Source: an optimization exercise on an open RTL-to-GDS flow (aim: small area). Production flows keep margins and buffers that such runs may drop.
The RTL was checked by simulation tests, not by an equivalence proof against the original design.
Power is estimated from default activity; no workload was simulated.

File: flow/config.mk
export PLATFORM = sky130hd
export DESIGN_NAME = register_file
export DESIGN_NICKNAME = register_file
export VERILOG_FILES = /design/flow/design.v
export SDC_FILE = /design/flow/constraint.sdc
export NUM_CORES = 4
export LEC_CHECK = 0
export CAP_MARGIN = 20
export CORE_MARGIN = 2
export CORE_UTILIZATION = 65
export GPL_TIMING_DRIVEN = 0
export SLEW_MARGIN = 20
export SYNTH_HIERARCHICAL = 1
export SYNTH_MINIMUM_KEEP_SIZE = 0
File: flow/constraint.sdc
create_clock -name core_clock -period 7.0 [get_ports {clk_i}]
set_input_delay 1.4000 -clock core_clock [delete_from_list [all_inputs] [get_ports {clk_i}]]
set_output_delay 1.4000 -clock core_clock [all_outputs]
set_load 0.01 [all_outputs]
File: flow/design.v
package rv_pkg;
  localparam int unsigned XLEN       = 32;
  localparam int unsigned REG_ADDR_W = 5;
  localparam int unsigned NUM_REGS   = 32;
  typedef logic [XLEN-1:0]       xlen_t;
  typedef logic [REG_ADDR_W-1:0] reg_addr_t;
  localparam reg_addr_t REG_ZERO = '0;
endpackage
module rf_read_port #(
  parameter int unsigned DATA_W = rv_pkg::XLEN,
  parameter int unsigned ADDR_W = rv_pkg::REG_ADDR_W
) (
  input  logic [(2**ADDR_W)*DATA_W-1:0] regs,
  input  logic [2**ADDR_W-1:0]          valid,
  input  logic [ADDR_W-1:0]             addr,
  output logic [DATA_W-1:0]             rd_data_c
);
  localparam int unsigned NREGS = 2**ADDR_W;
  logic [NREGS-1:0] sel;      
  logic [NREGS-1:0] sel_hi;   
  logic [3:0] a_hi;
  logic [7:0] a_lo;
  rf_predec #(.W(2)) u_dec_hi (.a(addr[4:3]), .y(a_hi));
  rf_predec #(.W(3)) u_dec_lo (.a(addr[2:0]), .y(a_lo));
  assign sel[0]    = 1'b0;
  assign sel_hi[0] = 1'b0;
  for (genvar i = 1; i < int'(NREGS); i++) begin : g_sel
    logic sel_n;
    rf_nand3 u_nand (.a(valid[i]), .b(a_hi[i/8]), .c(a_lo[i%8]), .y(sel_n));
    rf_inv   u_inv    (.a(sel_n), .y(sel[i]));
    rf_inv   u_inv_hi (.a(sel_n), .y(sel_hi[i]));
  end
  for (genvar b = 0; b < int'(DATA_W); b++) begin : g_bit
    logic [NREGS-1:1] col;
    for (genvar i = 1; i < int'(NREGS); i++) begin : g_col
      assign col[i] = regs[i*DATA_W + b];
    end
    rf_read_bit u_bit (
      .sel ((b < int'(DATA_W/2)) ? sel[NREGS-1:1] : sel_hi[NREGS-1:1]),
      .d   (col),
      .y   (rd_data_c[b])
    );
  end
endmodule
module rf_read_bit (
  input  logic [31:1] sel,
  input  logic [31:1] d,
  output logic        y
);
  logic [10:0] grp_n;
  for (genvar g = 0; g < 10; g++) begin : g_grp
    rf_aoi222 u_aoi (
      .a0 (sel[3*g+1]), .b0 (d[3*g+1]),
      .a1 (sel[3*g+2]), .b1 (d[3*g+2]),
      .a2 (sel[3*g+3]), .b2 (d[3*g+3]),
      .y  (grp_n[g])
    );
  end
  assign grp_n[10] = ~(sel[31] & d[31]);
  assign y = ~&grp_n;
endmodule
module rf_aoi222 (
  input  logic a0, b0, a1, b1, a2, b2,
  output logic y
);
  assign y = ~((a0 & b0) | (a1 & b1) | (a2 & b2));
endmodule
module register_file #(
  parameter int unsigned DATA_W = rv_pkg::XLEN,
  parameter int unsigned ADDR_W = rv_pkg::REG_ADDR_W
) (
  input  logic              clk_i,
  input  logic              reset_i,
  input  logic [ADDR_W-1:0] addr_1_i,
  input  logic [ADDR_W-1:0] addr_2_i,
  input  logic [ADDR_W-1:0] addr_3_i,
  input  logic              WE3_i,
  input  logic [DATA_W-1:0] WD3_i,
  output logic [DATA_W-1:0] RD_1_o,
  output logic [DATA_W-1:0] RD_2_o
);
  localparam int unsigned NREGS = 2**ADDR_W;
  logic [NREGS*DATA_W-1:0] mem_flat;
  logic [NREGS-1:0]        we_vec;
  logic [NREGS-1:0]        we_n_vec;
  logic [NREGS-1:0]        valid_q;
  logic [3:0] wa_hi;
  logic [7:0] wa_lo;
  rf_predec_en #(.W(2)) u_wdec_hi (.en(WE3_i), .a(addr_3_i[4:3]), .y(wa_hi));
  rf_predec    #(.W(3)) u_wdec_lo (.a(addr_3_i[2:0]), .y(wa_lo));
  logic [NREGS-1:0] we_hi_vec;
  logic [NREGS-1:0] we_n_hi_vec;
  assign we_vec[0]      = 1'b0;
  assign we_n_vec[0]    = 1'b1;
  assign we_hi_vec[0]   = 1'b0;
  assign we_n_hi_vec[0] = 1'b1;
  for (genvar i = 1; i < int'(NREGS); i++) begin : g_wdec
    rf_nand2 u_we_n_lo (.a(wa_hi[i/8]),      .b(wa_lo[i%8]), .y(we_n_vec[i]));
    rf_inv   u_we_lo   (.a(we_n_vec[i]),     .y(we_vec[i]));
    rf_nand2 u_we_n_hi (.a(wa_hi[i/8]),      .b(wa_lo[i%8]), .y(we_n_hi_vec[i]));
    rf_inv   u_we_hi   (.a(we_n_hi_vec[i]),  .y(we_hi_vec[i]));
  end
  always_ff @(posedge clk_i or posedge reset_i) begin
    if (reset_i) begin
      valid_q <= '0;
    end else begin
      valid_q <= valid_q | we_vec;
    end
  end
  assign mem_flat[DATA_W-1:0] = '0;
  for (genvar i = 1; i < int'(NREGS); i++) begin : g_reg
    logic [DATA_W-1:0] data_q;
    logic [DATA_W-1:0] data_d;
    for (genvar b = 0; b < int'(DATA_W); b++) begin : g_bit
      rf_hold_mux u_hold (
        .we   ((b < int'(DATA_W/2)) ? we_vec[i]   : we_hi_vec[i]),
        .we_n ((b < int'(DATA_W/2)) ? we_n_vec[i] : we_n_hi_vec[i]),
        .wd   (WD3_i[b]),
        .q    (data_q[b]),
        .d    (data_d[b])
      );
    end
    always_ff @(posedge clk_i) begin
      data_q <= data_d;
    end
    assign mem_flat[i*DATA_W +: DATA_W] = data_q;
  end
  rf_read_port #(
    .DATA_W (DATA_W),
    .ADDR_W (ADDR_W)
  ) u_read_1 (
    .regs      (mem_flat),
    .valid     (valid_q),
    .addr      (addr_1_i),
    .rd_data_c (RD_1_o)
  );
  rf_read_port #(
    .DATA_W (DATA_W),
    .ADDR_W (ADDR_W)
  ) u_read_2 (
    .regs      (mem_flat),
    .valid     (valid_q),
    .addr      (addr_2_i),
    .rd_data_c (RD_2_o)
  );
endmodule
module rf_hold_mux (
  input  logic we,
  input  logic we_n,
  input  logic wd,
  input  logic q,
  output logic d
);
  assign d = (wd & we) | (q & we_n);
endmodule
module rf_predec #(
  parameter int unsigned W = 2
) (
  input  logic [W-1:0]    a,
  output logic [2**W-1:0] y
);
  always_comb begin
    for (int j = 0; j < 2**W; j++) begin
      y[j] = (a == W'(j));
    end
  end
endmodule
module rf_predec_en #(
  parameter int unsigned W = 2
) (
  input  logic            en,
  input  logic [W-1:0]    a,
  output logic [2**W-1:0] y
);
  always_comb begin
    for (int j = 0; j < 2**W; j++) begin
      y[j] = en && (a == W'(j));
    end
  end
endmodule
module rf_nand2 (
  input  logic a,
  input  logic b,
  output logic y
);
  assign y = ~(a & b);
endmodule
module rf_nand3 (
  input  logic a,
  input  logic b,
  input  logic c,
  output logic y
);
  assign y = ~(a & b & c);
endmodule
module rf_inv (
  input  logic a,
  output logic y
);
  assign y = ~a;
endmodule
File: flow/flow/run.sh
#!/bin/bash
set -euo pipefail
export CTS_ARGS="-sink_clustering_enable -repair_clock_nets -buf_list sky130_fd_sc_hd__clkbuf_16 -sink_clustering_size 30 -sink_clustering_max_diameter 80 -dont_use_dummy_load"
export BUFFER_PORTS_ARGS="-buffer_cell sky130_fd_sc_hd__buf_1"
bash standard.sh > make.log 2>&1
File: flow/standard.sh
#!/bin/bash
# synth_recipe.tcl (not shown) runs the flow's synth.tcl, then flattens the netlist and writes it again
# the make line also repeats each setting of config.mk as NAME=value (left out here)
make -C /OpenROAD-flow-scripts/flow DESIGN_CONFIG=/design/flow/config.mk WORK_HOME=/design/flow/orfs CLKGATE_MAP_FILE= SYNTH_SCRIPT=/design/flow/synth_recipe.tcl "${@:-finish}"
==> run summary <==
-- power breakdown --
part / switching, mW / internal, mW / leakage, nW
Sequential: 0.956 / 6.99 / 8.61
Clock: 1.81 / 1.13 / 0.542
Combinational: 0.818 / 0.953 / 9.24
-- sequential cells by signal (all words and copies together), names as in the netlist --
register,cells
valid_q,31
g.data_q,992
-- metrics by stage --
step,setup WS (ns),utilization,power [mW],hold slack (ns)
2_1_floorplan,2.87,-,8.94,0.455
3_3_place_gp,1.17,0.677,9.49,0.470
3_5_place_dp,1.39,0.680,9.69,0.477
4_1_cts,1.39,0.699,12.5,0.500
5_1_grt,1.11,0.699,13.0,0.524
6_report,1.10,0.699,12.7,0.504
-- routing by layer --
metal | global-route usage | vias up | wire (um)
li1 | - | 15199 | -
met1 | 0.640 | 18437 | 53400
met2 | 0.699 | 4079 | 65300
met3 | 0.113 | 805 | 25100
met4 | 0.313 | 6 | 13700
met5 | 0 | - | 34
-- worst min-delay path by stage --
stage	start	cells after the start	slack, ns	end
after global placement	valid_q[9]	1	0.47	valid_q[9]
after global routing	g_reg[6].data_q[31]	1	0.52	g_reg[6].data_q[31]
final	valid_q[24]	1	0.50	valid_q[24]
after detailed placement	g_reg[14].data_q[16]	1	0.48	g_reg[14].data_q[16]
after CTS	valid_q[30]	1	0.50	valid_q[30]
after floorplan	valid_q[10]	1	0.46	valid_q[10]
-- worst max-delay path: stages --
cell and delay, ns:
buf_1 0.22, and3b_2 0.31, nand3_1 0.14, inv_1 0.28, a222oi_1 0.90, nand4_1 0.52, a2111o_1 0.55, buf_1 0.17
-- area by class of cell --
type / instances / area [um^2] / share of cell area
Antenna cell: 7 / 17.5 / 0.000417
Clock buffer: 44 / 1100 / 0.0262
Tap cell: 782 / 978 / 0.0233
Sequential cell: 1023 / 20600 / 0.492
Timing Repair Buffer: 121 / 598 / 0.0143
Multi-Input combinational cell: 2079 / 17900 / 0.427
Inverter: 187 / 702 / 0.0167
==> results.toml <==
[cells_and_area]
area_delta_synth_final_pct = 6.99
fillers = 4444
fin_nets = 3506
final_cell_area_um2 = 42000
drive_gt1_frac = 0.0321
final_cell_mix = "992 x a22o_1, 992 x dfxtp_1, 640 x a222oi_1, 186 x inv_1, 128 x nand4_1"
finalNonFillerCells = 4243

[die]
start_util = 0.653
die_area_um2 = 62300
rows = 90
die_y_um = 250
die_x_um = 250
ioPinCount = 114
coreArea_um2 = 60000

[cts]
clkTransAtPathRegs_ns = 0.08
clkSinkCount = 1023
cts_setup_buffers = 0
ctsResizeCount = 0
htree_levels = 2
clk_path_buf_depth = 3
clock_latency_ns = 0.61
cts_tree = "done"
holdBufCountCts = 0
cts_buffers = 44
root_buffer = "clkbuf_16"

[timing]
clock_skew_ns = 0
fin_crit_ns = 5.90
finalHoldViolCount = 0
finalSetupViolations = 0
rsz0062_at_grt = "no"
slew_headroom = 0.321
max_freq_ghz = 0.169
worst_slew_pin_slew_ns = 1.01
finalCritPeriodShare = 0.843
tns_ns = 0
slew_violations = 0

[grt]
grt_pass1_wl_um = 231000
gr-total-overflow = 0
antenna_found_initial = 10
grt_pass1_vias = 35159
grt_max_degree = 32
grt_usage = 0.480

[power]
powerDensity_nw_per_um2 = 302
p_leak_nw = 18.4
peakVddDrop_v = 0.000248

[placement]
dp.cells = 4192
port_buffers = 113
post_dp_cell_area_um2 = 40800
dp_hpwl_um = 101000
gp_congestion = 1.02

[yosys]
syn_nets = 3339
synth_area_per_cell_um2 = 11.9
yosysWarningCount = 10
netlist_instances = 3289
syn_area_um2 = 39200

[status]
status = "no timing/DRC/antenna violations"

[critical_path]
cp.arrival_ns = 4.50
end_kind = "output pin"
worstPathRequired_ns = 5.60
crit_start = "addr_1_i[1]"
cp_max_fo = 16
path_class = "in2out"
r2r-end = "valid_q[17]"
cp-endpoint = "RD_1_o[7]"
cp-start-kind = "primary input"
r2r-start = "valid_q[17]"
r2r_cells = 1
r2r_slack_ns = 6.24

[drt]
first_iter_violations = 10430
wl_um = 158000
antenna_left = 0
vias = 38526
via_per_inst = 9.08
post_drt_wl_per_cell_um = 37.1
drc = 0
drt_first_pass_iters = 13

[hold_path]
holdCritPathClass = "reg2reg"

[job]
cap_violations = 0

[what the ideal ports hide]
In the flow no input, the clock included, has a driving cell. The finished layout below was timed again as built, in two steps.
Step 1, drivers: a clkbuf_16 drives clk_i and a buf_2 each remaining input, both assumed.
Step 2 times the ports against the registers' clock, not the clock port: input delays grow and output delays shrink by t, the midpoint of the rising clock arrivals with the driver on.
Three values: ideal ports, drivers, drivers and shift; two values: the first two.
t, ns: 0.698
slack for setup (ns): 1.099 / 1.022 / 1.022
worst setup path after step 2: input to output
worst register clock-pin slew, ns: 0.12 / 0.12
After both steps setup and hold are still met in this run. For this run, drivers alone change the setup slack by -0.077 ns; drivers and shift together by -0.077 ns.
